This design comes from an exercise in tuning for small area, a short achievable clock period and few clock cycles per item on the open sky130 flow, not from production work.
No activity file was given, so power comes from the tool's default toggle rates.

Setup of job 101:
Design ex_muldiv_unit, start of the top module:
module ex_muldiv_unit (
   input  logic        clk,
   input  logic        resetN,
   input  logic        startIn,
   input  logic [2:0]  func3,
   input  logic [31:0] reg1Value,
   input  logic [31:0] reg2Value,
   input  logic [4:0]  rd,
   input  logic        killIn,
   input  logic        stallIn,
   output logic        busyOut,
   output logic        doneOut,
   output logic [31:0] resultOut,
   output logic [4:0]  rdOut
);
clock: 6.0 ns
lec_check: 0
cap_margin: 20
core_margin: 2
core_utilization: 40
gpl_timing_driven: 0
place_density: 0.6
setup_slack_margin: 0.2
slew_margin: 20
run.sh (not shown) runs the stock make flow with config.mk's settings and CLKGATE_MAP_FILE= SYNTH_SCRIPT=/design/flow/synth_recipe.tcl, a recipe that flattens the netlist after the stock synthesis.
Relative to job 101, the following input files were edited for job 102:
-- flow/design.v --
<<< job 101, line 56
      topdig = tpos(f);
   endfunction
   function automatic logic [16:0] digflags(input logic [32:0] x);
      logic [34:0] w;
      w = {x[32], x, 1'b0};
      digflags = '0;
      for (int i = 1; i < 17; i++)
         digflags[i] = (w[2*i +: 3] != 3'b000) && (w[2*i +: 3] != 3'b111);
   endfunction
   function automatic logic [4:0] pairwin(input logic [32:0] x, input logic [3:0] p);
      logic [36:0] w;
>>> job 102, line 56
      topdig = tpos(f);
   endfunction
   function automatic logic [4:0] pairwin(input logic [32:0] x, input logic [3:0] p);
      logic [36:0] w;
<<< job 101, line 82
   logic [32:0] mLoad, bLoad;
   logic [31:0] aDiv, bDiv;
   logic [4:0]  posA, posB;
   logic        divLt;
   logic        early;
>>> job 102, line 75
   logic [32:0] mLoad, bLoad;
   logic [31:0] aDiv, bDiv;
   logic [4:0]  shDiv;
   logic        divLt;
   logic        early;
<<< job 101, line 96
      t1 = topdig(a_ext);
      t2 = topdig(b_ext);
      swap = |(lowmask({15'd0, digflags(b_ext)}) & ~lowmask({15'd0, digflags(a_ext)}));
      pStart = 4'((swap ? t1 : t2) >> 1);
      aDiv  = sgn1 ? {~reg1Value[30:0], 1'b1} : reg1Value;
      bDiv  = sgn2 ? ~reg2Value : reg2Value;
      divLt = |(lowmask(bDiv) & ~lowmask(aDiv));
      posA  = tpos(aDiv);
      posB  = tpos(bDiv);
      if (func3[2]) begin
         mLoad = sgn1 ? na : a_ext;
>>> job 102, line 89
      t1 = topdig(a_ext);
      t2 = topdig(b_ext);
      swap = t1 < t2;
      pStart = 4'((swap ? t1 : t2) >> 1);
      aDiv  = sgn1 ? {~reg1Value[30:0], 1'b1} : reg1Value;
      bDiv  = sgn2 ? ~reg2Value : reg2Value;
      divLt = |(lowmask(bDiv) & ~lowmask(aDiv));
      shDiv = tpos(aDiv) - tpos(bDiv);
      if (func3[2]) begin
         mLoad = sgn1 ? na : a_ext;
<<< job 101, line 170
            negq  <= sgn1 ^ sgn2;
            negr  <= sgn1;
            cnt   <= func3[2] ? posA : {1'b0, pStart};
            bsel  <= func3[2] ? {1'b0, posB} :
                     swap ? bdec(pairwin(a_ext, 4'(t1 >> 1))) : bdec(pairwin(b_ext, 4'(t2 >> 1)));
            if (early) begin
               doneOut <= 1'b1;
>>> job 102, line 162
            negq  <= sgn1 ^ sgn2;
            negr  <= sgn1;
            cnt   <= func3[2] ? shDiv : {1'b0, pStart};
            bsel  <= swap ? bdec(pairwin(a_ext, 4'(t1 >> 1))) : bdec(pairwin(b_ext, 4'(t2 >> 1)));
            if (early) begin
               doneOut <= 1'b1;
<<< job 101, line 210
            end
            S_DPREP: begin
               B     <= B << (cnt - bsel[4:0]);
               cnt   <= cnt - bsel[4:0];
               state <= S_DIV;
            end
>>> job 102, line 201
            end
            S_DPREP: begin
               B     <= B << cnt;
               state <= S_DIV;
            end
## What came out
- When job 102 is measured against job 101, its die area turns out about 2.8% higher.
- Job 101 reports its worst setup path endpoint as resultOut[6] while job 102 reports resultOut[11].
- In job 102, the count of non-filler cells in the finished layout came out 65 above the value in job 101.
- Compare job 102 and job 101 | via count of the first global-routing pass higher: job 102
- Job 101 → job 102: worst vdd rail ir drop higher; combined area of all synthesized cells climbed 2.8%; static leakage picked up an extra 0.00032 uW; routed wire length fell 2400 um.
Function was not checked in any run of this note: the RTL went through the layout flow alone.

what the ideal ports hide:
How much do the figures lean on ideal ports? The routed layouts below were timed once more, with nothing changed but the port constraints.
Step 1: set_driving_cell puts a clkbuf_16 on clk and a buf_2 on each other input, an assumption about the parent block.
Step 2 times the ports against the registers' clock, not the clock port: input delays grow and output delays shrink by t, the midpoint of the rising clock arrivals with the driver on.
Three values: ideal, step 1, step 2; two values: the first two.
run | t, ns | setup WS [ns] | hold WS [ns] | cell pins on the clock port's net
job 101 | 0.562 | 0.217 / 0.246 / -0.316 | 0.677 / 0.677 / 0.677 | 1
job 102 | 0.565 | 0.165 / 0.165 / -0.283 | 0.723 / 0.723 / 0.723 | 1
With both steps, setup timing fails in job 101 and job 102, where it was met with ideal ports. The setup slack of job 101, which loses most, moves by +0.029 ns with the drivers and by -0.533 ns with both steps.
